Source: an optimization exercise on an open RTL-to-GDS flow (aim: small area, a short achievable clock period and few clock cycles per item). Production flows keep margins and buffers that such runs may drop.
Where RTL was checked, it was by simulation tests only, not by an equivalence proof against the original.
The RTL of run 2 was laid out without a check of its function.
Power figures rest on the tool's default switching activity, not on a simulated workload.

## flow/design.v (module list and top-level ports; edited modules follow where they fit)
// module pdfi_front: 65 lines
// module pdfi_queue: 34 lines
// module pdfi_vlane: 369 lines
// module pdfi_tlane: 474 lines
// module pdfi_vresolve: 40 lines
// module pdfi_tresolve: 40 lines
// module pdfi_back: 68 lines
// module pvt_derating_factor_interpolator: 96 lines
module pvt_derating_factor_interpolator (
  input  logic                                clk,
  input  logic                                rst_n,
  input  logic                                in_valid,
  output logic                                in_ready,
  input  logic [pdfi_pkg::VOLT_W-1:0]         in_voltage_mv,
  input  logic signed [pdfi_pkg::TEMP_W-1:0]  in_temperature_decideg,
  input  logic [pdfi_pkg::CORNER_W-1:0]       in_process_corner,
  output logic                                out_valid,
  input  logic                                out_ready,
  output logic [pdfi_pkg::FACTOR_W-1:0]       out_voltage_factor,
  output logic [pdfi_pkg::FACTOR_W-1:0]       out_temperature_factor,
  output logic [pdfi_pkg::FACTOR_W-1:0]       out_process_factor,
  output logic                                out_voltage_ok,
  output logic                                out_temperature_ok,
  output logic                                out_process_ok
);
  // ...
==> flow/run.sh <==
#!/bin/bash
# synth_recipe.tcl (not shown) runs the flow's synth.tcl, then flattens the netlist and writes it again
# the make line also repeats each setting of config.mk as NAME=value (left out here)
make -C /OpenROAD-flow-scripts/flow DESIGN_CONFIG=/design/flow/config.mk WORK_HOME=/design/flow/orfs CLKGATE_MAP_FILE= SYNTH_SCRIPT=/design/flow/synth_recipe.tcl finish
==> flow/config.mk <==
export PLATFORM = sky130hd
export DESIGN_NAME = pvt_derating_factor_interpolator
export DESIGN_NICKNAME = pvt_derating_factor_interpolator
export VERILOG_FILES = /design/flow/design.v
export SDC_FILE = /design/flow/constraint.sdc
export NUM_CORES = 4
export LEC_CHECK = 0
export ABC_AREA = 1
export CAP_MARGIN = 20
export CORE_MARGIN = 2
export CORE_UTILIZATION = 40
export SETUP_SLACK_MARGIN = 3.0
export SLEW_MARGIN = 20
==> flow/constraint.sdc <==
create_clock -name core_clock -period 7.0 [get_ports {clk}]
set_input_delay 1.4000 -clock core_clock [delete_from_list [all_inputs] [get_ports {clk}]]
set_output_delay 1.4000 -clock core_clock [all_outputs]
set_load 0.01 [all_outputs]
==> impl_metrics.tcl, run 1 <==
set metrics [dict create \
    switching_share_pct 38.70 \
    fp.dieH_microns 172.1 \
    cpPeakStageDelay_ns 0.42 \
    synth_cells 1325 \
    status "timing/DRC/antenna clean" \
    drt-initial-drc-count 1087 \
    insertion_delay_ns 0.43 \
    multi_input_area_share_pct 48.40 \
    setup_ws_ns 3.046 \
    place_hpwl_mm 26.80 \
    cts_buffers 17 \
    top_layer_used "met4" \
    antenna_cells 0 \
    ios 100 \
    buffer_area_share_pct 10.54 \
    seq_area_sq_um 3523 \
    crit_family "simple AND/OR/NAND/NOR gates" \
    clockBufferDepth 2 \
    fp.dieW_microns 172.1 \
    nFlopsAndLatches 118 \
    gp_congestion 1.006 \
    place_inst 1751 \
    antenna_found_initial 0 \
    maxCapViolations 0 \
    clock_sinks 118 \
    grt_util_all_layers_pct 23.84 \
    r2r_slack_ns 3.06 \
    cp_cell_sequence "nand3_2 > nand2_4 > nand2_2 > nand2_2 > nand2_2 > nand2_2 > nand2_2 > nand2_2 > nand2_2 > nand2_2 > nand2_2 > nand2_2 > nand2_2 > nand2_2 > buf_4 > ha_1 > o21ai_0 > a21oi_1 > dlygate4sd2_1" \
    crit_path_top_delay_cell "edfxtp_1" \
    ys_seq_elements 118 \
    core_area_sq_um 27780 \
    worst-path-buf-inv 2 \
    synth-compound-area-share_pct 13.05 \
    finalHoldViolCount 0 \
    synth_edf_count 116 \
    placed_cell_area_sq_um 12460 \
    layout_commonest_cell "inv_1" \
]
Testbench counts, summed over its fixed seeds: cycles 16,016, items 16,000.
==> module pdfi_front, before the edit <==
module pdfi_front (
  input  logic [pdfi_pkg::VOLT_W-1:0]        in_voltage_mv,
  input  logic signed [pdfi_pkg::TEMP_W-1:0] in_temperature_decideg,
  output logic [pdfi_pkg::VSW-1:0]           vseg,
  output logic [pdfi_pkg::VUW-1:0]           vu,
  output logic [pdfi_pkg::TSW-1:0]           tseg,
  output logic [pdfi_pkg::TUW-1:0]           tu
);
  logic [pdfi_pkg::VSW:0] vge;
  logic [pdfi_pkg::TSW:0] tge;
  assign vge[0] = in_voltage_mv >= 11'd1080;
  assign vge[1] = in_voltage_mv >= 11'd1088;
  assign vge[2] = in_voltage_mv >= 11'd1120;
  assign vge[3] = in_voltage_mv >= 11'd1152;
  assign vge[4] = in_voltage_mv >= 11'd1160;
  assign vge[5] = in_voltage_mv >= 11'd1200;
  assign vge[6] = in_voltage_mv >= 11'd1216;
  assign vge[7] = in_voltage_mv >= 11'd1240;
  assign vge[8] = in_voltage_mv >= 11'd1280;
  assign vge[9] = in_voltage_mv > 11'd1320;
  assign vseg = vge[8:0] & ~vge[9:1];
  assign tge[0] = in_temperature_decideg >= -12'sd250;
  assign tge[1] = in_temperature_decideg >= -12'sd150;
  assign tge[2] = in_temperature_decideg >= 12'sd0;
  assign tge[3] = in_temperature_decideg >= 12'sd150;
  assign tge[4] = in_temperature_decideg >= 12'sd250;
  assign tge[5] = in_temperature_decideg >= 12'sd256;
  assign tge[6] = in_temperature_decideg >= 12'sd350;
  assign tge[7] = in_temperature_decideg >= 12'sd450;
  assign tge[8] = in_temperature_decideg >= 12'sd512;
  assign tge[9] = in_temperature_decideg >= 12'sd550;
  assign tge[10] = in_temperature_decideg >= 12'sd589;
  assign tge[11] = in_temperature_decideg >= 12'sd650;
  assign tge[12] = in_temperature_decideg >= 12'sd738;
  assign tge[13] = in_temperature_decideg >= 12'sd750;
  assign tge[14] = in_temperature_decideg >= 12'sd768;
  assign tge[15] = in_temperature_decideg >= 12'sd850;
  assign tge[16] = in_temperature_decideg >= 12'sd950;
  assign tge[17] = in_temperature_decideg >= 12'sd1024;
  assign tge[18] = in_temperature_decideg >= 12'sd1050;
  assign tge[19] = in_temperature_decideg >= 12'sd1150;
  assign tge[20] = in_temperature_decideg > 12'sd1250;
  assign tseg = tge[19:0] & ~tge[20:1];
  assign vu[0] = ~in_voltage_mv[1:0] == 2'd1;
  assign vu[1] = ~in_voltage_mv[1:0] == 2'd2;
  assign vu[2] = ~in_voltage_mv[1:0] == 2'd3;
  assign vu[3] = ~in_voltage_mv[3:2] == 2'd1;
  assign vu[4] = ~in_voltage_mv[3:2] == 2'd2;
  assign vu[5] = ~in_voltage_mv[3:2] == 2'd3;
  assign vu[6] = ~in_voltage_mv[5:4] == 2'd1;
  assign vu[7] = ~in_voltage_mv[5:4] == 2'd2;
  assign vu[8] = ~in_voltage_mv[5:4] == 2'd3;
  assign tu[0] = in_temperature_decideg[1:0] == 2'd1;
  assign tu[1] = in_temperature_decideg[1:0] == 2'd2;
  assign tu[2] = in_temperature_decideg[1:0] == 2'd3;
  assign tu[3] = in_temperature_decideg[3:2] == 2'd1;
  assign tu[4] = in_temperature_decideg[3:2] == 2'd2;
  assign tu[5] = in_temperature_decideg[3:2] == 2'd3;
  assign tu[6] = in_temperature_decideg[5:4] == 2'd1;
  assign tu[7] = in_temperature_decideg[5:4] == 2'd2;
  assign tu[8] = in_temperature_decideg[5:4] == 2'd3;
  assign tu[9] = in_temperature_decideg[7:6] == 2'd1;
  assign tu[10] = in_temperature_decideg[7:6] == 2'd2;
  assign tu[11] = in_temperature_decideg[7:6] == 2'd3;
endmodule
==> module pvt_derating_factor_interpolator, before the edit <==
module pvt_derating_factor_interpolator (
  input  logic                                clk,
  input  logic                                rst_n,
  input  logic                                in_valid,
  output logic                                in_ready,
  input  logic [pdfi_pkg::VOLT_W-1:0]         in_voltage_mv,
  input  logic signed [pdfi_pkg::TEMP_W-1:0]  in_temperature_decideg,
  input  logic [pdfi_pkg::CORNER_W-1:0]       in_process_corner,
  output logic                                out_valid,
  input  logic                                out_ready,
  output logic [pdfi_pkg::FACTOR_W-1:0]       out_voltage_factor,
  output logic [pdfi_pkg::FACTOR_W-1:0]       out_temperature_factor,
  output logic [pdfi_pkg::FACTOR_W-1:0]       out_process_factor,
  output logic                                out_voltage_ok,
  output logic                                out_temperature_ok,
  output logic                                out_process_ok
);
  logic [pdfi_pkg::VSW-1:0]      vseg_d, vseg_q;
  logic [pdfi_pkg::VUW-1:0]      vu_d, vu_q;
  logic [pdfi_pkg::TSW-1:0]      tseg_d, tseg_q;
  logic [pdfi_pkg::TUW-1:0]      tu_d, tu_q;
  logic [pdfi_pkg::CORNER_W-1:0] corner_q;
  logic                          a_valid;
  logic                          a_en;
  logic                          b_en;
  logic [pdfi_pkg::F_W-1:0] vls;
  logic [pdfi_pkg::VNB-1:0] vgb;
  logic vck;
  logic [pdfi_pkg::F_W-1:0] tls;
  logic [pdfi_pkg::TNB-1:0] tgb;
  logic tck;
  assign b_en     = !out_valid || out_ready;
  assign a_en     = !a_valid || b_en;
  assign in_ready = a_en;
  pdfi_front u_front (
    .in_voltage_mv          (in_voltage_mv),
    .in_temperature_decideg (in_temperature_decideg),
    .vseg                   (vseg_d),
    .vu                     (vu_d),
    .tseg                   (tseg_d),
    .tu                     (tu_d)
  );
  pdfi_queue u_queue (
    .clk      (clk),
    .rst_n    (rst_n),
    .en       (a_en),
    .in_valid (in_valid),
    .vseg_d   (vseg_d),
    .vu_d     (vu_d),
    .tseg_d   (tseg_d),
    .tu_d     (tu_d),
    .corner_d (in_process_corner),
    .valid_q  (a_valid),
    .vseg_q   (vseg_q),
    .vu_q     (vu_q),
    .tseg_q   (tseg_q),
    .tu_q     (tu_q),
    .corner_q (corner_q)
  );
  pdfi_vlane u_vlane (
    .seg (vseg_q),
    .dsel (vu_q),
    .ls  (vls),
    .gb  (vgb),
    .ck  (vck)
  );
  pdfi_tlane u_tlane (
    .seg (tseg_q),
    .dsel (tu_q),
    .ls  (tls),
    .gb  (tgb),
    .ck  (tck)
  );
  pdfi_back u_back (
    .clk                    (clk),
    .rst_n                  (rst_n),
    .en                     (b_en),
    .valid_d                (a_valid),
    .vls_d                 (vls),
    .vgb_d                 (vgb),
    .vck_d                 (vck),
    .tls_d                 (tls),
    .tgb_d                 (tgb),
    .tck_d                 (tck),
    .vok_d                  (|vseg_q),
    .tok_d                  (|tseg_q),
    .corner_d               (corner_q),
    .out_valid              (out_valid),
    .out_voltage_factor     (out_voltage_factor),
    .out_temperature_factor (out_temperature_factor),
    .out_process_factor     (out_process_factor),
    .out_voltage_ok         (out_voltage_ok),
    .out_temperature_ok     (out_temperature_ok),
    .out_process_ok         (out_process_ok)
  );
endmodule
==> run 2: changes to the inputs <==
--- a/flow/design.v
+++ b/flow/design.v
@@ -6,6 +6,6 @@
   localparam int F_W      = 21;   
-  localparam int VUW = 9;
+  localparam int VUW = 6;
   localparam int VSW = 9;
-  localparam int TUW = 12;
-  localparam int TSW = 20;
+  localparam int TUW = 6;
+  localparam int TSW = 36;
   localparam int VNB = 10;
@@ -38,44 +38,41 @@
   assign tge[0] = in_temperature_decideg >= -12'sd250;
-  assign tge[1] = in_temperature_decideg >= -12'sd150;
-  assign tge[2] = in_temperature_decideg >= 12'sd0;
-  assign tge[3] = in_temperature_decideg >= 12'sd150;
-  assign tge[4] = in_temperature_decideg >= 12'sd250;
-  assign tge[5] = in_temperature_decideg >= 12'sd256;
-  assign tge[6] = in_temperature_decideg >= 12'sd350;
-  assign tge[7] = in_temperature_decideg >= 12'sd450;
-  assign tge[8] = in_temperature_decideg >= 12'sd512;
-  assign tge[9] = in_temperature_decideg >= 12'sd550;
-  assign tge[10] = in_temperature_decideg >= 12'sd589;
-  assign tge[11] = in_temperature_decideg >= 12'sd650;
-  assign tge[12] = in_temperature_decideg >= 12'sd738;
-  assign tge[13] = in_temperature_decideg >= 12'sd750;
-  assign tge[14] = in_temperature_decideg >= 12'sd768;
-  assign tge[15] = in_temperature_decideg >= 12'sd850;
-  assign tge[16] = in_temperature_decideg >= 12'sd950;
-  assign tge[17] = in_temperature_decideg >= 12'sd1024;
-  assign tge[18] = in_temperature_decideg >= 12'sd1050;
-  assign tge[19] = in_temperature_decideg >= 12'sd1150;
-  assign tge[20] = in_temperature_decideg > 12'sd1250;
-  assign tseg = tge[19:0] & ~tge[20:1];
-  assign vu[0] = ~in_voltage_mv[1:0] == 2'd1;
-  assign vu[1] = ~in_voltage_mv[1:0] == 2'd2;
-  assign vu[2] = ~in_voltage_mv[1:0] == 2'd3;
-  assign vu[3] = ~in_voltage_mv[3:2] == 2'd1;
-  assign vu[4] = ~in_voltage_mv[3:2] == 2'd2;
-  assign vu[5] = ~in_voltage_mv[3:2] == 2'd3;
-  assign vu[6] = ~in_voltage_mv[5:4] == 2'd1;
-  assign vu[7] = ~in_voltage_mv[5:4] == 2'd2;
-  assign vu[8] = ~in_voltage_mv[5:4] == 2'd3;
-  assign tu[0] = in_temperature_decideg[1:0] == 2'd1;
-  assign tu[1] = in_temperature_decideg[1:0] == 2'd2;
-  assign tu[2] = in_temperature_decideg[1:0] == 2'd3;
-  assign tu[3] = in_temperature_decideg[3:2] == 2'd1;
-  assign tu[4] = in_temperature_decideg[3:2] == 2'd2;
-  assign tu[5] = in_temperature_decideg[3:2] == 2'd3;
-  assign tu[6] = in_temperature_decideg[5:4] == 2'd1;
-  assign tu[7] = in_temperature_decideg[5:4] == 2'd2;
-  assign tu[8] = in_temperature_decideg[5:4] == 2'd3;
-  assign tu[9] = in_temperature_decideg[7:6] == 2'd1;
-  assign tu[10] = in_temperature_decideg[7:6] == 2'd2;
-  assign tu[11] = in_temperature_decideg[7:6] == 2'd3;
+  assign tge[1] = in_temperature_decideg >= -12'sd192;
+  assign tge[2] = in_temperature_decideg >= -12'sd150;
+  assign tge[3] = in_temperature_decideg >= -12'sd128;
+  assign tge[4] = in_temperature_decideg >= -12'sd64;
+  assign tge[5] = in_temperature_decideg >= 12'sd0;
+  assign tge[6] = in_temperature_decideg >= 12'sd64;
+  assign tge[7] = in_temperature_decideg >= 12'sd128;
+  assign tge[8] = in_temperature_decideg >= 12'sd150;
+  assign tge[9] = in_temperature_decideg >= 12'sd192;
+  assign tge[10] = in_temperature_decideg >= 12'sd250;
+  assign tge[11] = in_temperature_decideg >= 12'sd256;
+  assign tge[12] = in_temperature_decideg >= 12'sd320;
+  assign tge[13] = in_temperature_decideg >= 12'sd350;
+  assign tge[14] = in_temperature_decideg >= 12'sd384;
+  assign tge[15] = in_temperature_decideg >= 12'sd448;
+  assign tge[16] = in_temperature_decideg >= 12'sd450;
+  assign tge[17] = in_temperature_decideg >= 12'sd512;
+  assign tge[18] = in_temperature_decideg >= 12'sd550;
+  assign tge[19] = in_temperature_decideg >= 12'sd576;
+  assign tge[20] = in_temperature_decideg >= 12'sd640;
+  assign tge[21] = in_temperature_decideg >= 12'sd650;
+  assign tge[22] = in_temperature_decideg >= 12'sd704;
+  assign tge[23] = in_temperature_decideg >= 12'sd750;
+  assign tge[24] = in_temperature_decideg >= 12'sd768;
+  assign tge[25] = in_temperature_decideg >= 12'sd832;
+  assign tge[26] = in_temperature_decideg >= 12'sd850;
+  assign tge[27] = in_temperature_decideg >= 12'sd896;
+  assign tge[28] = in_temperature_decideg >= 12'sd950;
+  assign tge[29] = in_temperature_decideg >= 12'sd960;
+  assign tge[30] = in_temperature_decideg >= 12'sd1024;
+  assign tge[31] = in_temperature_decideg >= 12'sd1050;
+  assign tge[32] = in_temperature_decideg >= 12'sd1088;
+  assign tge[33] = in_temperature_decideg >= 12'sd1150;
+  assign tge[34] = in_temperature_decideg >= 12'sd1152;
+  assign tge[35] = in_temperature_decideg >= 12'sd1216;
+  assign tge[36] = in_temperature_decideg > 12'sd1250;
+  assign tseg = tge[35:0] & ~tge[36:1];
+  assign vu = in_voltage_mv[pdfi_pkg::VUW-1:0];
+  assign tu = in_temperature_decideg[pdfi_pkg::TUW-1:0];
 endmodule
@@ -117,3 +114,3 @@
   input  logic [8:0] seg,
-  input  logic [8:0] dsel,
+  input  logic [5:0] u,
   output logic [20:0] ls,
@@ -125,2 +122,3 @@
   logic [18:0] g3;
+  logic [5:0] m;
   logic d0_1, d0_2, d0_3;
@@ -273,5 +271,6 @@
   assign g3[18] = ~(seg[8]);
-  assign d0_1 = dsel[0];
-  assign d0_2 = dsel[1];
-  assign d0_3 = dsel[2];
+  assign m = ~u;
+  assign d0_1 = m[1:0] == 2'd1;
+  assign d0_2 = m[1:0] == 2'd2;
+  assign d0_3 = m[1:0] == 2'd3;
   assign r0[0] = (d0_1 & g[0]) | (d0_3 & g3[0]);
@@ -295,5 +294,5 @@
   assign r0[18] = (d0_2 & g[17]) | (d0_3 & g3[18]);
-  assign d1_1 = dsel[3];
-  assign d1_2 = dsel[4];
-  assign d1_3 = dsel[5];
+  assign d1_1 = m[3:2] == 2'd1;
+  assign d1_2 = m[3:2] == 2'd2;
+  assign d1_3 = m[3:2] == 2'd3;
   assign r1[0] = (d1_1 & g[0]) | (d1_3 & g3[0]);
@@ -317,5 +316,5 @@
   assign r1[18] = (d1_2 & g[17]) | (d1_3 & g3[18]);
-  assign d2_1 = dsel[6];
-  assign d2_2 = dsel[7];
-  assign d2_3 = dsel[8];
+  assign d2_1 = m[5:4] == 2'd1;
+  assign d2_2 = m[5:4] == 2'd2;
+  assign d2_3 = m[5:4] == 2'd3;
   assign r2[0] = (d2_1 & g[0]) | (d2_3 & g3[0]);
@@ -485,4 +484,4 @@
 module pdfi_tlane (
-  input  logic [19:0] seg,
-  input  logic [11:0] dsel,
+  input  logic [35:0] seg,
+  input  logic [5:0] u,
   output logic [20:0] ls,
@@ -494,2 +493,3 @@
   logic [18:0] g3;
+  logic [5:0] m;
   logic d0_1, d0_2, d0_3;
@@ -500,4 +500,2 @@
   logic [18:0] r2;
-  logic d3_1, d3_2, d3_3;
-  logic [18:0] r3;
   logic [29:0] sa, sb;
@@ -579,84 +577,46 @@
   logic t_w76;
-  logic t_w77;
-  logic t_w78;
-  logic t_w79;
-  logic t_w80;
-  logic t_w81;
-  logic t_w82;
-  logic t_w83;
-  logic t_w84;
-  logic t_w85;
-  logic t_w86;
-  logic t_w87;
-  logic t_w88;
-  logic t_w89;
-  logic t_w90;
-  logic t_w91;
-  logic t_w92;
-  logic t_w93;
-  logic t_w94;
-  logic t_w95;
-  logic t_w96;
-  logic t_w97;
-  logic t_w98;
-  logic t_w99;
-  logic t_w100;
-  logic t_w101;
-  logic t_w102;
-  logic t_w103;
-  logic t_w104;
-  logic t_w105;
-  logic t_w106;
-  logic t_w107;
-  logic t_w108;
-  logic t_w109;
-  logic t_w110;
-  logic t_w111;
-  logic t_w112;
-  logic t_w113;
-  logic t_w114;
-  assign e[0] = seg[0];
-  assign e[1] = seg[3] | seg[10] | seg[14] | seg[19];
-  assign e[2] = seg[0] | seg[5] | seg[6] | seg[15] | seg[16] | seg[18] | seg[19];
-  assign e[3] = seg[2] | seg[3] | seg[6] | seg[10] | seg[11] | seg[18] | seg[19];
-  assign e[4] = seg[0] | seg[1] | seg[6] | seg[11] | seg[16] | seg[19];
-  assign e[5] = seg[1] | seg[2] | seg[5] | seg[9] | seg[10] | seg[11] | seg[16] | seg[18] | seg[19];
-  assign e[6] = seg[0] | seg[1] | seg[2] | seg[5] | seg[6] | seg[12] | seg[13] | seg[14] | seg[15] | seg[16];
-  assign e[7] = ~(seg[4] | seg[7] | seg[8]);
-  assign e[8] = seg[0] | seg[2] | seg[3] | seg[5] | seg[6] | seg[7] | seg[8] | seg[9] | seg[11] | seg[19];
-  assign e[9] = seg[1] | seg[5] | seg[8] | seg[12] | seg[14] | seg[16] | seg[18];
-  assign e[10] = ~(seg[2] | seg[3] | seg[5] | seg[13] | seg[14] | seg[15] | seg[16] | seg[18]);
-  assign e[11] = ~(seg[0] | seg[1] | seg[6] | seg[11] | seg[17] | seg[19]);
-  assign e[12] = seg[0] | seg[1] | seg[4] | seg[5] | seg[7] | seg[8] | seg[12] | seg[16] | seg[17];
-  assign e[13] = ~(seg[1] | seg[2] | seg[3] | seg[6] | seg[11] | seg[12] | seg[13] | seg[17] | seg[19]);
-  assign e[14] = seg[0] | seg[2] | seg[3] | seg[4] | seg[5] | seg[11] | seg[14] | seg[17] | seg[18] | seg[19];
-  assign e[15] = ~(seg[0] | seg[1] | seg[3] | seg[8] | seg[11] | seg[12] | seg[14]);
-  assign e[16] = seg[4] | seg[5] | seg[7] | seg[15] | seg[18] | seg[19];
-  assign e[17] = seg[0] | seg[1] | seg[3] | seg[4] | seg[6] | seg[13] | seg[16];
-  assign e[18] = seg[0] | seg[3] | seg[4] | seg[11] | seg[12] | seg[13] | seg[16];
-  assign e[19] = ~(seg[3] | seg[13] | seg[14] | seg[15] | seg[19]);
-  assign e[20] = ~(seg[0] | seg[1] | seg[5] | seg[6] | seg[13] | seg[16]);
-  assign e[21] = ~(seg[2] | seg[3] | seg[4] | seg[5] | seg[6] | seg[13] | seg[17] | seg[18] | seg[19]);
-  assign e[22] = seg[2] | seg[3] | seg[4] | seg[7] | seg[13] | seg[14] | seg[15] | seg[16];
-  assign e[23] = seg[0] | seg[1] | seg[7] | seg[8] | seg[9] | seg[10] | seg[11] | seg[12] | seg[13];
-  assign e[24] = ~(seg[0] | seg[1] | seg[2] | seg[3] | seg[4] | seg[5] | seg[6]);
-  assign e[25] = seg[2] | seg[3] | seg[4] | seg[7] | seg[14] | seg[15] | seg[16];
-  assign e[26] = seg[0] | seg[1] | seg[2] | seg[3] | seg[4] | seg[7] | seg[17] | seg[18] | seg[19];
-  assign e[27] = seg[0] | seg[1] | seg[2] | seg[3] | seg[4] | seg[7];
-  assign e[28] = seg[0] | seg[1] | seg[2] | seg[3] | seg[4] | seg[7];
-  assign e[29] = ~(seg[0] | seg[1] | seg[2] | seg[3] | seg[4] | seg[7]);
-  assign g[0] = seg[0] | seg[1] | seg[3] | seg[8] | seg[9] | seg[10] | seg[12] | seg[15] | seg[16];
-  assign g[1] = ~(seg[0] | seg[4] | seg[5] | seg[6] | seg[8] | seg[10] | seg[11] | seg[16] | seg[17]);
-  assign g[2] = ~(seg[1] | seg[2] | seg[4] | seg[7] | seg[10] | seg[13] | seg[15] | seg[16] | seg[18]);
-  assign g[3] = seg[2] | seg[3] | seg[6] | seg[8] | seg[10] | seg[11] | seg[14] | seg[15] | seg[16] | seg[19];
-  assign g[4] = ~(seg[0] | seg[2] | seg[3] | seg[4] | seg[7] | seg[11] | seg[13] | seg[18] | seg[19]);
-  assign g[5] = seg[0] | seg[1] | seg[2] | seg[3] | seg[8] | seg[11] | seg[13] | seg[15] | seg[18] | seg[19];
-  assign g[6] = seg[3] | seg[5] | seg[6] | seg[8] | seg[11] | seg[13] | seg[14] | seg[15] | seg[18] | seg[19];
-  assign g[7] = ~(seg[0] | seg[4] | seg[6] | seg[8] | seg[12] | seg[16] | seg[17] | seg[18]);
-  assign g[8] = ~(seg[0] | seg[1] | seg[4] | seg[6] | seg[7] | seg[8] | seg[11] | seg[16] | seg[17]);
-  assign g[9] = ~(seg[0] | seg[5] | seg[6] | seg[11] | seg[12] | seg[13] | seg[14] | seg[15]);
-  assign g[10] = seg[0] | seg[1] | seg[2] | seg[7] | seg[8] | seg[11] | seg[12] | seg[15] | seg[18] | seg[19];
-  assign g[11] = ~(seg[0] | seg[3] | seg[11] | seg[12] | seg[15]);
-  assign g[12] = seg[3] | seg[7] | seg[8] | seg[9] | seg[10] | seg[11] | seg[12] | seg[18];
-  assign g[13] = ~(seg[18]);
+  assign e[0] = seg[13];
+  assign e[1] = seg[9];
+  assign e[2] = seg[2] | seg[11] | seg[13] | seg[22] | seg[29];
+  assign e[3] = seg[5] | seg[7] | seg[9] | seg[12] | seg[13] | seg[14] | seg[21] | seg[27] | seg[32] | seg[35];
+  assign e[4] = seg[4] | seg[13] | seg[14] | seg[18] | seg[19] | seg[21] | seg[29] | seg[31] | seg[35];
+  assign e[5] = seg[4] | seg[5] | seg[6] | seg[8] | seg[11] | seg[13] | seg[18] | seg[22] | seg[25] | seg[29] | seg[32] | seg[35];
+  assign e[6] = seg[2] | seg[9] | seg[11] | seg[14] | seg[18] | seg[19] | seg[20] | seg[21] | seg[23] | seg[24] | seg[31] | seg[34];
+  assign e[7] = seg[3] | seg[5] | seg[6] | seg[9] | seg[11] | seg[13] | seg[14] | seg[16] | seg[18] | seg[21] | seg[22] | seg[24] | seg[27] | seg[29] | seg[30] | seg[31] | seg[34];
+  assign e[8] = seg[1] | seg[2] | seg[4] | seg[5] | seg[7] | seg[11] | seg[12] | seg[14] | seg[17] | seg[18] | seg[19] | seg[20] | seg[21] | seg[29] | seg[32];
+  assign e[9] = seg[0] | seg[1] | seg[7] | seg[11] | seg[14] | seg[15] | seg[16] | seg[17] | seg[19] | seg[21] | seg[22] | seg[23] | seg[24] | seg[25] | seg[26] | seg[27] | seg[31] | seg[32];
+  assign e[10] = ~(seg[3] | seg[5] | seg[8] | seg[11] | seg[12] | seg[14] | seg[15] | seg[19] | seg[20] | seg[21] | seg[23] | seg[24] | seg[25] | seg[31] | seg[32] | seg[35]);
+  assign e[11] = ~(seg[0] | seg[2] | seg[3] | seg[6] | seg[8] | seg[12] | seg[14] | seg[19] | seg[22] | seg[23] | seg[25] | seg[26] | seg[27] | seg[30] | seg[32]);
+  assign e[12] = ~(seg[2] | seg[5] | seg[8] | seg[15] | seg[18] | seg[24] | seg[25] | seg[26] | seg[27] | seg[28] | seg[29] | seg[31] | seg[32]);
+  assign e[13] = ~(seg[2] | seg[4] | seg[5] | seg[7] | seg[8] | seg[13] | seg[15] | seg[16] | seg[19] | seg[28] | seg[29] | seg[30] | seg[32]);
+  assign e[14] = ~(seg[4] | seg[6] | seg[7] | seg[9] | seg[13] | seg[14] | seg[16] | seg[17] | seg[18] | seg[19] | seg[21] | seg[26] | seg[27] | seg[33] | seg[34] | seg[35]);
+  assign e[15] = ~(seg[0] | seg[1] | seg[3] | seg[4] | seg[8] | seg[9] | seg[10] | seg[12] | seg[17] | seg[20] | seg[24] | seg[26] | seg[29]);
+  assign e[16] = seg[1] | seg[2] | seg[3] | seg[4] | seg[9] | seg[10] | seg[11] | seg[19] | seg[22] | seg[23] | seg[26] | seg[28] | seg[31] | seg[32] | seg[33] | seg[34] | seg[35];
+  assign e[17] = seg[0] | seg[1] | seg[10] | seg[14] | seg[19] | seg[20] | seg[21] | seg[22] | seg[25] | seg[26] | seg[28] | seg[29];
+  assign e[18] = seg[0] | seg[1] | seg[2] | seg[4] | seg[6] | seg[9] | seg[10] | seg[12] | seg[13] | seg[14] | seg[19] | seg[20] | seg[21] | seg[23] | seg[27] | seg[29] | seg[33] | seg[35];
+  assign e[19] = seg[0] | seg[4] | seg[5] | seg[9] | seg[10] | seg[11] | seg[14] | seg[15] | seg[16] | seg[17] | seg[18] | seg[25] | seg[26] | seg[29] | seg[30] | seg[31] | seg[33] | seg[34];
+  assign e[20] = ~(seg[0] | seg[3] | seg[4] | seg[6] | seg[11] | seg[15] | seg[16] | seg[19] | seg[22] | seg[23] | seg[27] | seg[28] | seg[29] | seg[32] | seg[34]);
+  assign e[21] = seg[0] | seg[4] | seg[7] | seg[8] | seg[12] | seg[13] | seg[17] | seg[18] | seg[19] | seg[24] | seg[29] | seg[33] | seg[34];
+  assign e[22] = seg[4] | seg[5] | seg[6] | seg[12] | seg[13] | seg[14] | seg[15] | seg[16] | seg[24] | seg[25] | seg[26] | seg[27] | seg[28] | seg[33] | seg[34] | seg[35];
+  assign e[23] = seg[0] | seg[3] | seg[4] | seg[6] | seg[9] | seg[10] | seg[14] | seg[17] | seg[18] | seg[20] | seg[21] | seg[25] | seg[26] | seg[29] | seg[32] | seg[34];
+  assign e[24] = ~(seg[0] | seg[5] | seg[6] | seg[11] | seg[12] | seg[13] | seg[14] | seg[19] | seg[20] | seg[21] | seg[27] | seg[28] | seg[29] | seg[35]);
+  assign e[25] = seg[5] | seg[6] | seg[7] | seg[8] | seg[9] | seg[10] | seg[19] | seg[20] | seg[21] | seg[22] | seg[23] | seg[24] | seg[25] | seg[26] | seg[35];
+  assign e[26] = ~(seg[11] | seg[12] | seg[13] | seg[14] | seg[15] | seg[16] | seg[17] | seg[18] | seg[19] | seg[20] | seg[21] | seg[22] | seg[23] | seg[24] | seg[25] | seg[26]);
+  assign e[27] = seg[0] | seg[1] | seg[2] | seg[3] | seg[4] | seg[5] | seg[6] | seg[7] | seg[8] | seg[9] | seg[10];
+  assign e[28] = seg[0] | seg[1] | seg[2] | seg[3] | seg[4] | seg[5] | seg[6] | seg[7] | seg[8] | seg[9] | seg[10];
+  assign e[29] = ~(seg[0] | seg[1] | seg[2] | seg[3] | seg[4] | seg[5] | seg[6] | seg[7] | seg[8] | seg[9] | seg[10]);
+  assign g[0] = seg[1] | seg[2] | seg[3] | seg[4] | seg[9] | seg[13] | seg[17] | seg[18] | seg[19] | seg[21] | seg[29] | seg[31];
+  assign g[1] = seg[2] | seg[3] | seg[4] | seg[7] | seg[9] | seg[12] | seg[16] | seg[19] | seg[20] | seg[21] | seg[23] | seg[24] | seg[25] | seg[27] | seg[32] | seg[34] | seg[35];
+  assign g[2] = ~(seg[2] | seg[3] | seg[4] | seg[6] | seg[10] | seg[12] | seg[15] | seg[16] | seg[21] | seg[23] | seg[25] | seg[26] | seg[28] | seg[29] | seg[31] | seg[32] | seg[33]);
+  assign g[3] = seg[2] | seg[5] | seg[6] | seg[9] | seg[13] | seg[14] | seg[17] | seg[20] | seg[21] | seg[22] | seg[24] | seg[29] | seg[34] | seg[35];
+  assign g[4] = seg[3] | seg[4] | seg[8] | seg[11] | seg[12] | seg[13] | seg[14] | seg[17] | seg[18] | seg[19] | seg[24] | seg[27] | seg[29] | seg[30];
+  assign g[5] = ~(seg[10] | seg[11] | seg[12] | seg[13] | seg[14] | seg[15] | seg[16] | seg[18] | seg[19] | seg[20] | seg[24] | seg[26] | seg[28] | seg[29] | seg[30] | seg[33]);
+  assign g[6] = seg[8] | seg[9] | seg[11] | seg[12] | seg[13] | seg[14] | seg[17] | seg[21] | seg[22] | seg[23] | seg[24] | seg[25] | seg[27] | seg[31] | seg[32] | seg[34] | seg[35];
+  assign g[7] = ~(seg[0] | seg[1] | seg[10] | seg[13] | seg[14] | seg[15] | seg[17] | seg[26] | seg[28] | seg[29] | seg[30] | seg[31] | seg[32] | seg[33]);
+  assign g[8] = seg[5] | seg[6] | seg[7] | seg[8] | seg[9] | seg[11] | seg[12] | seg[18] | seg[19] | seg[20] | seg[23] | seg[24] | seg[25] | seg[27] | seg[31] | seg[32] | seg[34] | seg[35];
+  assign g[9] = ~(seg[0] | seg[1] | seg[11] | seg[12] | seg[13] | seg[14] | seg[15] | seg[21] | seg[22] | seg[23] | seg[24] | seg[25] | seg[27] | seg[33]);
+  assign g[10] = seg[0] | seg[1] | seg[2] | seg[3] | seg[4] | seg[5] | seg[6] | seg[7] | seg[16] | seg[17] | seg[21] | seg[22] | seg[26] | seg[27] | seg[31] | seg[32] | seg[34] | seg[35];
+  assign g[11] = ~(seg[0] | seg[1] | seg[8] | seg[9] | seg[21] | seg[22] | seg[26] | seg[27] | seg[33]);
+  assign g[12] = seg[8] | seg[9] | seg[16] | seg[17] | seg[18] | seg[19] | seg[20] | seg[21] | seg[22] | seg[31] | seg[32] | seg[33];
+  assign g[13] = ~(seg[31] | seg[32]);
   assign g[14] = 1'b0;
@@ -664,24 +624,25 @@
   assign g[16] = 1'b1;
-  assign g3[0] = seg[0] | seg[1] | seg[3] | seg[8] | seg[9] | seg[10] | seg[12] | seg[15] | seg[16];
-  assign g3[1] = seg[0] | seg[2] | seg[7] | seg[8] | seg[10] | seg[13] | seg[14] | seg[16] | seg[18] | seg[19];
-  assign g3[2] = ~(seg[1] | seg[4] | seg[10] | seg[14] | seg[15] | seg[16] | seg[19]);
-  assign g3[3] = seg[0] | seg[1] | seg[2] | seg[3] | seg[5] | seg[10] | seg[14] | seg[16] | seg[17] | seg[19];
-  assign g3[4] = seg[1] | seg[2] | seg[5] | seg[6] | seg[8] | seg[14] | seg[15] | seg[17];
-  assign g3[5] = seg[0] | seg[2] | seg[5] | seg[8] | seg[13] | seg[15] | seg[17] | seg[18];
-  assign g3[6] = ~(seg[1] | seg[4] | seg[6] | seg[7] | seg[13] | seg[14] | seg[17] | seg[18]);
-  assign g3[7] = seg[2] | seg[3] | seg[7] | seg[9] | seg[10] | seg[11] | seg[13] | seg[14] | seg[15] | seg[19];
-  assign g3[8] = seg[3] | seg[5] | seg[6] | seg[7] | seg[8] | seg[12] | seg[13] | seg[14] | seg[15] | seg[19];
-  assign g3[9] = ~(seg[0] | seg[1] | seg[5] | seg[6] | seg[13] | seg[14] | seg[15]);
-  assign g3[10] = ~(seg[3] | seg[6] | seg[7] | seg[8] | seg[9] | seg[10] | seg[15]);
-  assign g3[11] = ~(seg[9] | seg[10] | seg[15]);
-  assign g3[12] = ~(seg[0] | seg[1] | seg[2] | seg[19]);
-  assign g3[13] = ~(seg[1] | seg[2] | seg[3] | seg[11] | seg[12] | seg[18] | seg[19]);
-  assign g3[14] = seg[0] | seg[4] | seg[5] | seg[6] | seg[13] | seg[14] | seg[15] | seg[16] | seg[17] | seg[18];
-  assign g3[15] = seg[0] | seg[4] | seg[5] | seg[6] | seg[13] | seg[14] | seg[15] | seg[16] | seg[17] | seg[18];
-  assign g3[16] = seg[1] | seg[2] | seg[3] | seg[7] | seg[8] | seg[9] | seg[10] | seg[11] | seg[12] | seg[19];
+  assign g3[0] = seg[1] | seg[2] | seg[3] | seg[4] | seg[9] | seg[13] | seg[17] | seg[18] | seg[19] | seg[21] | seg[29] | seg[31];
+  assign g3[1] = seg[1] | seg[7] | seg[12] | seg[13] | seg[16] | seg[17] | seg[18] | seg[20] | seg[23] | seg[24] | seg[25] | seg[27] | seg[29] | seg[31] | seg[32] | seg[34] | seg[35];
+  assign g3[2] = seg[0] | seg[1] | seg[5] | seg[8] | seg[9] | seg[11] | seg[12] | seg[13] | seg[14] | seg[16] | seg[17] | seg[18] | seg[19] | seg[22] | seg[23] | seg[25] | seg[30] | seg[32];
+  assign g3[3] = seg[0] | seg[1] | seg[3] | seg[4] | seg[6] | seg[8] | seg[9] | seg[11] | seg[18] | seg[20] | seg[24] | seg[29] | seg[30] | seg[34] | seg[35];
+  assign g3[4] = seg[3] | seg[4] | seg[6] | seg[7] | seg[8] | seg[11] | seg[12] | seg[13] | seg[14] | seg[17] | seg[18] | seg[24] | seg[30];
+  assign g3[5] = seg[0] | seg[1] | seg[6] | seg[7] | seg[11] | seg[12] | seg[17] | seg[18] | seg[20] | seg[23] | seg[25] | seg[27] | seg[30] | seg[31] | seg[32];
+  assign g3[6] = seg[0] | seg[1] | seg[6] | seg[7] | seg[8] | seg[9] | seg[11] | seg[12] | seg[17] | seg[19] | seg[21] | seg[22] | seg[27] | seg[29] | seg[34] | seg[35];
+  assign g3[7] = seg[6] | seg[7] | seg[8] | seg[9] | seg[16] | seg[18] | seg[19] | seg[20] | seg[21] | seg[22] | seg[23] | seg[24] | seg[25] | seg[27] | seg[34] | seg[35];
+  assign g3[8] = seg[5] | seg[8] | seg[9] | seg[11] | seg[12] | seg[13] | seg[14] | seg[16] | seg[17] | seg[23] | seg[24] | seg[25] | seg[27] | seg[34] | seg[35];
+  assign g3[9] = ~(seg[0] | seg[1] | seg[2] | seg[3] | seg[4] | seg[11] | seg[12] | seg[13] | seg[14] | seg[15] | seg[23] | seg[24] | seg[25] | seg[27] | seg[33]);
+  assign g3[10] = ~(seg[8] | seg[9] | seg[13] | seg[14] | seg[15] | seg[16] | seg[17] | seg[18] | seg[19] | seg[20] | seg[26] | seg[27] | seg[33]);
+  assign g3[11] = ~(seg[18] | seg[19] | seg[20] | seg[26] | seg[27] | seg[33]);
+  assign g3[12] = ~(seg[0] | seg[1] | seg[2] | seg[3] | seg[4] | seg[5] | seg[6] | seg[7] | seg[34] | seg[35]);
+  assign g3[13] = ~(seg[2] | seg[3] | seg[4] | seg[5] | seg[6] | seg[7] | seg[8] | seg[9] | seg[21] | seg[22] | seg[31] | seg[32] | seg[33] | seg[34] | seg[35]);
+  assign g3[14] = seg[0] | seg[1] | seg[10] | seg[11] | seg[12] | seg[13] | seg[14] | seg[15] | seg[23] | seg[24] | seg[25] | seg[26] | seg[27] | seg[28] | seg[29] | seg[30] | seg[31] | seg[32];
+  assign g3[15] = seg[0] | seg[1] | seg[10] | seg[11] | seg[12] | seg[13] | seg[14] | seg[15] | seg[23] | seg[24] | seg[25] | seg[26] | seg[27] | seg[28] | seg[29] | seg[30] | seg[31] | seg[32];
+  assign g3[16] = seg[2] | seg[3] | seg[4] | seg[5] | seg[6] | seg[7] | seg[8] | seg[9] | seg[16] | seg[17] | seg[18] | seg[19] | seg[20] | seg[21] | seg[22] | seg[33] | seg[34] | seg[35];
   assign g3[17] = 1'b0;
   assign g3[18] = 1'b1;
-  assign d0_1 = dsel[0];
-  assign d0_2 = dsel[1];
-  assign d0_3 = dsel[2];
+  assign m = u;
+  assign d0_1 = m[1:0] == 2'd1;
+  assign d0_2 = m[1:0] == 2'd2;
+  assign d0_3 = m[1:0] == 2'd3;
   assign r0[0] = (d0_1 & g[0]) | (d0_3 & g3[0]);
@@ -705,5 +666,5 @@
   assign r0[18] = (d0_3 & g3[18]);
-  assign d1_1 = dsel[3];
-  assign d1_2 = dsel[4];
-  assign d1_3 = dsel[5];
+  assign d1_1 = m[3:2] == 2'd1;
+  assign d1_2 = m[3:2] == 2'd2;
+  assign d1_3 = m[3:2] == 2'd3;
   assign r1[0] = (d1_1 & g[0]) | (d1_3 & g3[0]);
@@ -727,5 +688,5 @@
   assign r1[18] = (d1_3 & g3[18]);
-  assign d2_1 = dsel[6];
-  assign d2_2 = dsel[7];
-  assign d2_3 = dsel[8];
+  assign d2_1 = m[5:4] == 2'd1;
+  assign d2_2 = m[5:4] == 2'd2;
+  assign d2_3 = m[5:4] == 2'd3;
   assign r2[0] = (d2_1 & g[0]) | (d2_3 & g3[0]);
@@ -749,138 +710,78 @@
   assign r2[18] = (d2_3 & g3[18]);
-  assign d3_1 = dsel[9];
-  assign d3_2 = dsel[10];
-  assign d3_3 = dsel[11];
-  assign r3[0] = (d3_1 & g[0]) | (d3_3 & g3[0]);
-  assign r3[1] = (d3_1 & g[1]) | (d3_2 & g[0]) | (d3_3 & g3[1]);
-  assign r3[2] = (d3_1 & g[2]) | (d3_2 & g[1]) | (d3_3 & g3[2]);
-  assign r3[3] = (d3_1 & g[3]) | (d3_2 & g[2]) | (d3_3 & g3[3]);
-  assign r3[4] = (d3_1 & g[4]) | (d3_2 & g[3]) | (d3_3 & g3[4]);
-  assign r3[5] = (d3_1 & g[5]) | (d3_2 & g[4]) | (d3_3 & g3[5]);
-  assign r3[6] = (d3_1 & g[6]) | (d3_2 & g[5]) | (d3_3 & g3[6]);
-  assign r3[7] = (d3_1 & g[7]) | (d3_2 & g[6]) | (d3_3 & g3[7]);
-  assign r3[8] = (d3_1 & g[8]) | (d3_2 & g[7]) | (d3_3 & g3[8]);
-  assign r3[9] = (d3_1 & g[9]) | (d3_2 & g[8]) | (d3_3 & g3[9]);
-  assign r3[10] = (d3_1 & g[10]) | (d3_2 & g[9]) | (d3_3 & g3[10]);
-  assign r3[11] = (d3_1 & g[11]) | (d3_2 & g[10]) | (d3_3 & g3[11]);
-  assign r3[12] = (d3_1 & g[12]) | (d3_2 & g[11]) | (d3_3 & g3[12]);
-  assign r3[13] = (d3_1 & g[13]) | (d3_2 & g[12]) | (d3_3 & g3[13]);
-  assign r3[14] = (d3_1 & g[14]) | (d3_2 & g[13]) | (d3_3 & g3[14]);
-  assign r3[15] = (d3_1 & g[15]) | (d3_2 & g[14]) | (d3_3 & g3[15]);
-  assign r3[16] = (d3_1 & g[16]) | (d3_2 & g[15]) | (d3_3 & g3[16]);
-  assign r3[17] = (d3_2 & g[16]) | (d3_3 & g3[17]);
-  assign r3[18] = (d3_3 & g3[18]);
-  assign t_w1 = e[6] ^ r0[6];
-  assign t_w2 = e[6] & r0[6];
-  assign t_w3 = e[7] ^ r0[7] ^ r1[5];
-  assign t_w4 = (e[7] & r0[7]) | (r1[5] & (e[7] ^ r0[7]));
-  assign t_w5 = e[8] ^ r0[8] ^ r1[6];
-  assign t_w6 = (e[8] & r0[8]) | (r1[6] & (e[8] ^ r0[8]));
-  assign t_w7 = e[9] ^ r0[9] ^ r1[7];
-  assign t_w8 = (e[9] & r0[9]) | (r1[7] & (e[9] ^ r0[9]));
-  assign t_w9 = e[10] ^ r0[10] ^ r1[8];
-  assign t_w10 = (e[10] & r0[10]) | (r1[8] & (e[10] ^ r0[10]));
-  assign t_w11 = e[11] ^ r0[11] ^ r1[9];
-  assign t_w12 = (e[11] & r0[11]) | (r1[9] & (e[11] ^ r0[11]));
-  assign t_w13 = e[12] ^ r0[12] ^ r1[10];
-  assign t_w14 = (e[12] & r0[12]) | (r1[10] & (e[12] ^ r0[12]));
-  assign t_w15 = e[13] ^ r0[13] ^ r1[11];
-  assign t_w16 = (e[13] & r0[13]) | (r1[11] & (e[13] ^ r0[13]));
-  assign t_w17 = e[14] ^ r0[14] ^ r1[12];
-  assign t_w18 = (e[14] & r0[14]) | (r1[12] & (e[14] ^ r0[14]));
-  assign t_w19 = e[15] ^ r0[15] ^ r1[13];
-  assign t_w20 = (e[15] & r0[15]) | (r1[13] & (e[15] ^ r0[15]));
-  assign t_w21 = e[16] ^ r0[16] ^ r1[14];
-  assign t_w22 = (e[16] & r0[16]) | (r1[14] & (e[16] ^ r0[16]));
-  assign t_w23 = e[17] ^ r0[17] ^ r1[15];
-  assign t_w24 = (e[17] & r0[17]) | (r1[15] & (e[17] ^ r0[17]));
-  assign t_w25 = e[18] ^ r0[18] ^ r1[16];
-  assign t_w26 = (e[18] & r0[18]) | (r1[16] & (e[18] ^ r0[18]));
-  assign t_w27 = e[19] ^ r1[17];
-  assign t_w28 = e[19] & r1[17];
-  assign t_w29 = e[20] ^ r1[18];
-  assign t_w30 = e[20] & r1[18];
-  assign t_w31 = e[4] ^ r0[4];
-  assign t_w32 = e[4] & r0[4];
-  assign t_w33 = e[5] ^ r0[5] ^ r1[3];
-  assign t_w34 = (e[5] & r0[5]) | (r1[3] & (e[5] ^ r0[5]));
-  assign t_w35 = t_w1 ^ r1[4] ^ r2[2];
-  assign t_w36 = (t_w1 & r1[4]) | (r2[2] & (t_w1 ^ r1[4]));
-  assign t_w37 = t_w2 ^ t_w3 ^ r2[3];
-  assign t_w38 = (t_w2 & t_w3) | (r2[3] & (t_w2 ^ t_w3));
-  assign t_w39 = t_w4 ^ t_w5 ^ r2[4];
-  assign t_w40 = (t_w4 & t_w5) | (r2[4] & (t_w4 ^ t_w5));
-  assign t_w41 = t_w6 ^ t_w7 ^ r2[5];
-  assign t_w42 = (t_w6 & t_w7) | (r2[5] & (t_w6 ^ t_w7));
-  assign t_w43 = t_w8 ^ t_w9 ^ r2[6];
-  assign t_w44 = (t_w8 & t_w9) | (r2[6] & (t_w8 ^ t_w9));
-  assign t_w45 = t_w10 ^ t_w11 ^ r2[7];
-  assign t_w46 = (t_w10 & t_w11) | (r2[7] & (t_w10 ^ t_w11));
-  assign t_w47 = t_w12 ^ t_w13 ^ r2[8];
-  assign t_w48 = (t_w12 & t_w13) | (r2[8] & (t_w12 ^ t_w13));
-  assign t_w49 = t_w14 ^ t_w15 ^ r2[9];
-  assign t_w50 = (t_w14 & t_w15) | (r2[9] & (t_w14 ^ t_w15));
-  assign t_w51 = t_w16 ^ t_w17 ^ r2[10];
-  assign t_w52 = (t_w16 & t_w17) | (r2[10] & (t_w16 ^ t_w17));
-  assign t_w53 = t_w18 ^ t_w19 ^ r2[11];
-  assign t_w54 = (t_w18 & t_w19) | (r2[11] & (t_w18 ^ t_w19));
-  assign t_w55 = t_w20 ^ t_w21 ^ r2[12];
-  assign t_w56 = (t_w20 & t_w21) | (r2[12] & (t_w20 ^ t_w21));
-  assign t_w57 = t_w22 ^ t_w23 ^ r2[13];
-  assign t_w58 = (t_w22 & t_w23) | (r2[13] & (t_w22 ^ t_w23));
-  assign t_w59 = t_w24 ^ t_w25 ^ r2[14];
-  assign t_w60 = (t_w24 & t_w25) | (r2[14] & (t_w24 ^ t_w25));
-  assign t_w61 = t_w26 ^ t_w27 ^ r2[15];
-  assign t_w62 = (t_w26 & t_w27) | (r2[15] & (t_w26 ^ t_w27));
-  assign t_w63 = t_w28 ^ t_w29 ^ r2[16];
-  assign t_w64 = (t_w28 & t_w29) | (r2[16] & (t_w28 ^ t_w29));
-  assign t_w65 = t_w30 ^ e[21] ^ r2[17];
-  assign t_w66 = (t_w30 & e[21]) | (r2[17] & (t_w30 ^ e[21]));
-  assign t_w67 = e[22] ^ r2[18];
-  assign t_w68 = e[22] & r2[18];
-  assign t_w69 = e[2] ^ r0[2];
-  assign t_w70 = e[2] & r0[2];
-  assign t_w71 = e[3] ^ r0[3] ^ r1[1];
-  assign t_w72 = (e[3] & r0[3]) | (r1[1] & (e[3] ^ r0[3]));
-  assign t_w73 = t_w31 ^ r1[2] ^ r2[0];
-  assign t_w74 = (t_w31 & r1[2]) | (r2[0] & (t_w31 ^ r1[2]));
-  assign t_w75 = t_w32 ^ t_w33 ^ r2[1];
-  assign t_w76 = (t_w32 & t_w33) | (r2[1] & (t_w32 ^ t_w33));
-  assign t_w77 = t_w34 ^ t_w35 ^ r3[0];
-  assign t_w78 = (t_w34 & t_w35) | (r3[0] & (t_w34 ^ t_w35));
-  assign t_w79 = t_w36 ^ t_w37 ^ r3[1];
-  assign t_w80 = (t_w36 & t_w37) | (r3[1] & (t_w36 ^ t_w37));
-  assign t_w81 = t_w38 ^ t_w39 ^ r3[2];
-  assign t_w82 = (t_w38 & t_w39) | (r3[2] & (t_w38 ^ t_w39));
-  assign t_w83 = t_w40 ^ t_w41 ^ r3[3];
-  assign t_w84 = (t_w40 & t_w41) | (r3[3] & (t_w40 ^ t_w41));
-  assign t_w85 = t_w42 ^ t_w43 ^ r3[4];
-  assign t_w86 = (t_w42 & t_w43) | (r3[4] & (t_w42 ^ t_w43));
-  assign t_w87 = t_w44 ^ t_w45 ^ r3[5];
-  assign t_w88 = (t_w44 & t_w45) | (r3[5] & (t_w44 ^ t_w45));
-  assign t_w89 = t_w46 ^ t_w47 ^ r3[6];
-  assign t_w90 = (t_w46 & t_w47) | (r3[6] & (t_w46 ^ t_w47));
-  assign t_w91 = t_w48 ^ t_w49 ^ r3[7];
-  assign t_w92 = (t_w48 & t_w49) | (r3[7] & (t_w48 ^ t_w49));
-  assign t_w93 = t_w50 ^ t_w51 ^ r3[8];
-  assign t_w94 = (t_w50 & t_w51) | (r3[8] & (t_w50 ^ t_w51));
-  assign t_w95 = t_w52 ^ t_w53 ^ r3[9];
-  assign t_w96 = (t_w52 & t_w53) | (r3[9] & (t_w52 ^ t_w53));
-  assign t_w97 = t_w54 ^ t_w55 ^ r3[10];
-  assign t_w98 = (t_w54 & t_w55) | (r3[10] & (t_w54 ^ t_w55));
-  assign t_w99 = t_w56 ^ t_w57 ^ r3[11];
-  assign t_w100 = (t_w56 & t_w57) | (r3[11] & (t_w56 ^ t_w57));
-  assign t_w101 = t_w58 ^ t_w59 ^ r3[12];
-  assign t_w102 = (t_w58 & t_w59) | (r3[12] & (t_w58 ^ t_w59));
-  assign t_w103 = t_w60 ^ t_w61 ^ r3[13];
-  assign t_w104 = (t_w60 & t_w61) | (r3[13] & (t_w60 ^ t_w61));
-  assign t_w105 = t_w62 ^ t_w63 ^ r3[14];
-  assign t_w106 = (t_w62 & t_w63) | (r3[14] & (t_w62 ^ t_w63));
-  assign t_w107 = t_w64 ^ t_w65 ^ r3[15];
-  assign t_w108 = (t_w64 & t_w65) | (r3[15] & (t_w64 ^ t_w65));
-  assign t_w109 = t_w66 ^ t_w67 ^ r3[16];
-  assign t_w110 = (t_w66 & t_w67) | (r3[16] & (t_w66 ^ t_w67));
-  assign t_w111 = t_w68 ^ e[23] ^ r3[17];
-  assign t_w112 = (t_w68 & e[23]) | (r3[17] & (t_w68 ^ e[23]));
-  assign t_w113 = e[24] ^ r3[18];
-  assign t_w114 = e[24] & r3[18];
+  assign t_w1 = e[4] ^ r0[4];
+  assign t_w2 = e[4] & r0[4];
+  assign t_w3 = e[5] ^ r0[5] ^ r1[3];
+  assign t_w4 = (e[5] & r0[5]) | (r1[3] & (e[5] ^ r0[5]));
+  assign t_w5 = e[6] ^ r0[6] ^ r1[4];
+  assign t_w6 = (e[6] & r0[6]) | (r1[4] & (e[6] ^ r0[6]));
+  assign t_w7 = e[7] ^ r0[7] ^ r1[5];
+  assign t_w8 = (e[7] & r0[7]) | (r1[5] & (e[7] ^ r0[7]));
+  assign t_w9 = e[8] ^ r0[8] ^ r1[6];
+  assign t_w10 = (e[8] & r0[8]) | (r1[6] & (e[8] ^ r0[8]));
+  assign t_w11 = e[9] ^ r0[9] ^ r1[7];
+  assign t_w12 = (e[9] & r0[9]) | (r1[7] & (e[9] ^ r0[9]));
+  assign t_w13 = e[10] ^ r0[10] ^ r1[8];
+  assign t_w14 = (e[10] & r0[10]) | (r1[8] & (e[10] ^ r0[10]));
+  assign t_w15 = e[11] ^ r0[11] ^ r1[9];
+  assign t_w16 = (e[11] & r0[11]) | (r1[9] & (e[11] ^ r0[11]));
+  assign t_w17 = e[12] ^ r0[12] ^ r1[10];
+  assign t_w18 = (e[12] & r0[12]) | (r1[10] & (e[12] ^ r0[12]));
+  assign t_w19 = e[13] ^ r0[13] ^ r1[11];
+  assign t_w20 = (e[13] & r0[13]) | (r1[11] & (e[13] ^ r0[13]));
+  assign t_w21 = e[14] ^ r0[14] ^ r1[12];
+  assign t_w22 = (e[14] & r0[14]) | (r1[12] & (e[14] ^ r0[14]));
+  assign t_w23 = e[15] ^ r0[15] ^ r1[13];
+  assign t_w24 = (e[15] & r0[15]) | (r1[13] & (e[15] ^ r0[15]));
+  assign t_w25 = e[16] ^ r0[16] ^ r1[14];
+  assign t_w26 = (e[16] & r0[16]) | (r1[14] & (e[16] ^ r0[16]));
+  assign t_w27 = e[17] ^ r0[17] ^ r1[15];
+  assign t_w28 = (e[17] & r0[17]) | (r1[15] & (e[17] ^ r0[17]));
+  assign t_w29 = e[18] ^ r0[18] ^ r1[16];
+  assign t_w30 = (e[18] & r0[18]) | (r1[16] & (e[18] ^ r0[18]));
+  assign t_w31 = e[19] ^ r1[17];
+  assign t_w32 = e[19] & r1[17];
+  assign t_w33 = e[20] ^ r1[18];
+  assign t_w34 = e[20] & r1[18];
+  assign t_w35 = e[2] ^ r0[2];
+  assign t_w36 = e[2] & r0[2];
+  assign t_w37 = e[3] ^ r0[3] ^ r1[1];
+  assign t_w38 = (e[3] & r0[3]) | (r1[1] & (e[3] ^ r0[3]));
+  assign t_w39 = t_w1 ^ r1[2] ^ r2[0];
+  assign t_w40 = (t_w1 & r1[2]) | (r2[0] & (t_w1 ^ r1[2]));
+  assign t_w41 = t_w2 ^ t_w3 ^ r2[1];
+  assign t_w42 = (t_w2 & t_w3) | (r2[1] & (t_w2 ^ t_w3));
+  assign t_w43 = t_w4 ^ t_w5 ^ r2[2];
+  assign t_w44 = (t_w4 & t_w5) | (r2[2] & (t_w4 ^ t_w5));
+  assign t_w45 = t_w6 ^ t_w7 ^ r2[3];
+  assign t_w46 = (t_w6 & t_w7) | (r2[3] & (t_w6 ^ t_w7));
+  assign t_w47 = t_w8 ^ t_w9 ^ r2[4];
+  assign t_w48 = (t_w8 & t_w9) | (r2[4] & (t_w8 ^ t_w9));
+  assign t_w49 = t_w10 ^ t_w11 ^ r2[5];
+  assign t_w50 = (t_w10 & t_w11) | (r2[5] & (t_w10 ^ t_w11));
+  assign t_w51 = t_w12 ^ t_w13 ^ r2[6];
+  assign t_w52 = (t_w12 & t_w13) | (r2[6] & (t_w12 ^ t_w13));
+  assign t_w53 = t_w14 ^ t_w15 ^ r2[7];
+  assign t_w54 = (t_w14 & t_w15) | (r2[7] & (t_w14 ^ t_w15));
+  assign t_w55 = t_w16 ^ t_w17 ^ r2[8];
+  assign t_w56 = (t_w16 & t_w17) | (r2[8] & (t_w16 ^ t_w17));
+  assign t_w57 = t_w18 ^ t_w19 ^ r2[9];
+  assign t_w58 = (t_w18 & t_w19) | (r2[9] & (t_w18 ^ t_w19));
+  assign t_w59 = t_w20 ^ t_w21 ^ r2[10];
+  assign t_w60 = (t_w20 & t_w21) | (r2[10] & (t_w20 ^ t_w21));
+  assign t_w61 = t_w22 ^ t_w23 ^ r2[11];
+  assign t_w62 = (t_w22 & t_w23) | (r2[11] & (t_w22 ^ t_w23));
+  assign t_w63 = t_w24 ^ t_w25 ^ r2[12];
+  assign t_w64 = (t_w24 & t_w25) | (r2[12] & (t_w24 ^ t_w25));
+  assign t_w65 = t_w26 ^ t_w27 ^ r2[13];
+  assign t_w66 = (t_w26 & t_w27) | (r2[13] & (t_w26 ^ t_w27));
+  assign t_w67 = t_w28 ^ t_w29 ^ r2[14];
+  assign t_w68 = (t_w28 & t_w29) | (r2[14] & (t_w28 ^ t_w29));
+  assign t_w69 = t_w30 ^ t_w31 ^ r2[15];
+  assign t_w70 = (t_w30 & t_w31) | (r2[15] & (t_w30 ^ t_w31));
+  assign t_w71 = t_w32 ^ t_w33 ^ r2[16];
+  assign t_w72 = (t_w32 & t_w33) | (r2[16] & (t_w32 ^ t_w33));
+  assign t_w73 = t_w34 ^ e[21] ^ r2[17];
+  assign t_w74 = (t_w34 & e[21]) | (r2[17] & (t_w34 ^ e[21]));
+  assign t_w75 = e[22] ^ r2[18];
+  assign t_w76 = e[22] & r2[18];
   assign sa[0] = e[0];
@@ -889,50 +790,50 @@
   assign sb[1] = r0[1];
-  assign sa[2] = t_w69;
+  assign sa[2] = t_w35;
   assign sb[2] = r1[0];
-  assign sa[3] = t_w70;
-  assign sb[3] = t_w71;
-  assign sa[4] = t_w72;
-  assign sb[4] = t_w73;
-  assign sa[5] = t_w74;
-  assign sb[5] = t_w75;
-  assign sa[6] = t_w76;
-  assign sb[6] = t_w77;
-  assign sa[7] = t_w78;
-  assign sb[7] = t_w79;
-  assign sa[8] = t_w80;
-  assign sb[8] = t_w81;
-  assign sa[9] = t_w82;
-  assign sb[9] = t_w83;
-  assign sa[10] = t_w84;
-  assign sb[10] = t_w85;
-  assign sa[11] = t_w86;
-  assign sb[11] = t_w87;
-  assign sa[12] = t_w88;
-  assign sb[12] = t_w89;
-  assign sa[13] = t_w90;
-  assign sb[13] = t_w91;
-  assign sa[14] = t_w92;
-  assign sb[14] = t_w93;
-  assign sa[15] = t_w94;
-  assign sb[15] = t_w95;
-  assign sa[16] = t_w96;
-  assign sb[16] = t_w97;
-  assign sa[17] = t_w98;
-  assign sb[17] = t_w99;
-  assign sa[18] = t_w100;
-  assign sb[18] = t_w101;
-  assign sa[19] = t_w102;
-  assign sb[19] = t_w103;
-  assign sa[20] = t_w104;
-  assign sb[20] = t_w105;
-  assign sa[21] = t_w106;
-  assign sb[21] = t_w107;
-  assign sa[22] = t_w108;
-  assign sb[22] = t_w109;
-  assign sa[23] = t_w110;
-  assign sb[23] = t_w111;
-  assign sa[24] = t_w112;
-  assign sb[24] = t_w113;
-  assign sa[25] = t_w114;
-  assign sb[25] = e[25];
+  assign sa[3] = t_w36;
+  assign sb[3] = t_w37;
+  assign sa[4] = t_w38;
+  assign sb[4] = t_w39;
+  assign sa[5] = t_w40;
+  assign sb[5] = t_w41;
+  assign sa[6] = t_w42;
+  assign sb[6] = t_w43;
+  assign sa[7] = t_w44;
+  assign sb[7] = t_w45;
+  assign sa[8] = t_w46;
+  assign sb[8] = t_w47;
+  assign sa[9] = t_w48;
+  assign sb[9] = t_w49;
+  assign sa[10] = t_w50;
+  assign sb[10] = t_w51;
+  assign sa[11] = t_w52;
+  assign sb[11] = t_w53;
+  assign sa[12] = t_w54;
+  assign sb[12] = t_w55;
+  assign sa[13] = t_w56;
+  assign sb[13] = t_w57;
+  assign sa[14] = t_w58;
+  assign sb[14] = t_w59;
+  assign sa[15] = t_w60;
+  assign sb[15] = t_w61;
+  assign sa[16] = t_w62;
+  assign sb[16] = t_w63;
+  assign sa[17] = t_w64;
+  assign sb[17] = t_w65;
+  assign sa[18] = t_w66;
+  assign sb[18] = t_w67;
+  assign sa[19] = t_w68;
+  assign sb[19] = t_w69;
+  assign sa[20] = t_w70;
+  assign sb[20] = t_w71;
+  assign sa[21] = t_w72;
+  assign sb[21] = t_w73;
+  assign sa[22] = t_w74;
+  assign sb[22] = t_w75;
+  assign sa[23] = t_w76;
+  assign sb[23] = e[23];
+  assign sa[24] = e[24];
+  assign sb[24] = 1'b0;
+  assign sa[25] = e[25];
+  assign sb[25] = 1'b0;
   assign sa[26] = e[26];
@@ -1167,3 +1068,3 @@
     .seg (vseg_q),
-    .dsel (vu_q),
+    .u    (vu_q),
     .ls  (vls),
@@ -1174,3 +1075,3 @@
     .seg (tseg_q),
-    .dsel (tu_q),
+    .u    (tu_q),
     .ls  (tls),
--- a/flow/config.mk
+++ b/flow/config.mk
@@ -11,3 +11,3 @@
 export CORE_UTILIZATION = 40
-export SETUP_SLACK_MARGIN = 3.0
+export SETUP_SLACK_MARGIN = 3.2
 export SLEW_MARGIN = 20
==> run 2 against run 1 <==
Utilization is 0.72 points higher. Die area is 4.0% higher. Cell count is 7.3% higher. Via count is 10% higher. Cell area is 5.4% higher. Combinational power is 14% lower. Clock-buffer cell count is 2 lower. Hold slack better by 0.0023 ns. Global-route usage is 2.7 points higher. Fmax is 0.13% higher. Wire length is 17% higher. Largest cell class unchanged.
==> impl_metrics.tcl, run 2 <==
set metrics [dict create \
    critPathLaunchType "register" \
    reg2reg_from "u_queue.tseg_q[32]$_DFFE_PP_" \
    cts_buffers 17 \
    clockBufferDepth 2 \
    r2r_slack_ns 3.24 \
    dieArea_sq_um 30810 \
    rows 62 \
    largestRegisters "u_queue.tseg_q: 36 flops, u_back.tls_r: 20 flops, u_back.vls_r: 20 flops" \
    fp.dieW_microns 175.5 \
    synth.cells.most_frequent "inv_1 (306), nor2_1 (180), nand2_1 (168)" \
    cpPeakStageDelay_ns 0.39 \
    seq_area_frac_synth_pct 31.47 \
    core_area_sq_um 28860 \
    ys_seq_elements 124 \
    ctsHoldBuffers 0 \
    maxCapViolations 0 \
    crit_path_top_delay_cell "edfxtp_1" \
    netlist_area_sq_um 11770 \
    hp-start "u_queue.corner_q[0]$_DFFE_PP_" \
    finalHoldViolCount 0 \
    fmax_ghz 0.2533 \
    gr-total-overflow 0 \
    clock_sinks 124 \
    finalCritPeriodShare_pct 56.41 \
    yosysMostFrequentCell "inv_1" \
    synth_cells 1419 \
    rr_endpoint "u_back.tls_r[3]$_DFFE_PP_" \
    drt-initial-drc-count 1165 \
    cellPowerDensity_nw_per_um2 263.2 \
    finalWirelength_mm 40.61 \
    start_util_pct 40.78 \
    portBuffers 91 \
    ios 100 \
    timing.clock.skew_ns 0.009515 \
    insertion_delay_ns 0.43 \
    holdPathEnd "u_back.corner_r[0]$_DFFE_PP_" \
    status "timing/DRC/antenna clean" \
    ir_drop_mv 0.1150 \
    crit_type "register to primary output" \
    drive_gt1_share_pct 19.29 \
    fp.dieH_microns 175.5 \
    antenna_cells 0 \
    synthTopCellsByArea "edfxtp_1 (31%), fa_1 (14%), inv_1 (9.8%)" \
    fin_setup_tns_ns 0 \
    wl_per_cell_microns 20.40 \
    cp-end-kind "primary output" \
    setup_viol 0 \
    grt_pass1_wl_mm 61.93 \
    yosys.area.top_type "edfxtp_1" \
    ys.flop_type "edfxtp_1" \
    setup_ws_ns 3.051 \
    cp_cell_sequence "nand3_2 > nand2_4 > nand2_2 > nand2_2 > nand2_2 > nand2_2 > nand2_2 > nand2_2 > nand2_2 > nand2_2 > nand2_2 > nand2_2 > nand2_2 > nand2_2 > nand2_2 > nand2_4 > nand2_2 > nand2_2 > ha_4 > o21ai_1 > a21oi_1 > buf_2" \
    synth_edf_count 122 \
    place_hpwl_mm 31.37 \
    layout_commonest_cell "inv_1" \
    slew_violations 0 \
    cts_max_level 4 \
    hold_class "register to register" \
    antenna_found_initial 1 \
    place_inst 1853 \
    relSlewSlack_pct 41.15 \
    ant_nets 0 \
    grt_util_all_layers_pct 26.56 \
    grt_max_degree 65 \
    synth_async_sr_flop_share_pct 0 \
    leakage_nw 7.153 \
    place_ws_ns 2.755 \
    design_area_sq_um 14670 \
    placed_cell_area_sq_um 12920 \
    gp_congestion 1.045 \
    nNetsFinal 1776 \
]
==> run 2: changes by cell type in the layout (fill, tap and decap cells not counted), sizes merged, moves of 18 or more <==
cell   change
nand4     +19
buf       +45
inv       +30
nand2     +20
fa        -18
nor2      +39
==> run 2: kinds of logic (layout without fill, tap and decap cells) <==
kind of cell               Yosys count  count (layout)  share of synthesized area [%]
AOI/OAI and AO/OA                  204             204                          11.53
adders and majority gates          153             153                          21.44
buffers and inverters              378             559                          12.91
DFF                                124             124                          31.47
other                                1               8                        0.03187
and+or+nand+nor                    559             559                          22.63
==> run 2: critical path, delay by kind of cell, from the launching register on <==
family	cells	cell delay [ns]
buf+inv	1	0.16
simple gates	18	1.20
flops	1	0.39
fa+ha+maj	1	0.13
compound gates	2	0.22
==> run 2: metal layers <==
| layer | global-route usage [%] | vias up | routed length [microns] |
|---|---|---|---|
| met5 | 0 | - | 0 |
| met4 | 9.504 | 0 | 1307 |
| met1 | 39.10 | 5222 | 18320 |
| li1 | - | 5050 | - |
| met2 | 38.83 | 620 | 16840 |
| met3 | 5.173 | 96 | 4137 |
==> run 2: layout make-up <==
type	count	area, sq um
fillers	2794	14190
multi-input cells	924	6997
flip-flops and latches	124	3704
repair buffers	199	1673
inverters	328	1247
well taps	384	480.5
clock buffers	18	429.2
clock inverters	14	136.4
==> run 2: how the worst max path moves through the flow <==
| stage | startpoint | to | cells past startpoint |
|---|---|---|---|
| 6_report | u_back.vls_r[0]$_DFFE_PP_ | out_voltage_factor[20] | 22 |
| 5_1_grt | u_back.vls_r[0]$_DFFE_PP_ | out_voltage_factor[20] | 22 |
| 4_1_cts | u_back.tck_r$_DFFE_PP_ | out_temperature_factor[8] | 14 |
| 3_5_place_dp | u_queue.tseg_q[4]$_DFFE_PP_ | u_back.tck_r$_DFFE_PP_ | 14 |
| 3_3_place_gp | u_queue.tseg_q[4]$_DFFE_PP_ | u_back.tck_r$_DFFE_PP_ | 14 |
| 2_1_floorplan | out_ready | in_ready | 2 |
==> run 2: where the power goes <==
group	switching [mW]	internal (mW)
sequential	0.116	1.04
combinational	1.00	0.837
clock	0.368	0.495
==> run 2: repair_timing <==
action                                  in CTS  in global routing
resized for setup                           82                101
endpoints found under the setup margin      34                 54
buffers inserted                            32                 74
pin swaps                                    3                 34

Check on run 2: ideal ports give 3.051 ns setup slack; a clkbuf_16 on the clock port and buf_2 on the inputs give 3.007 ns; moving port delays by the midpoint clock arrival (0.469 ns) as well gives 3.026 ns.
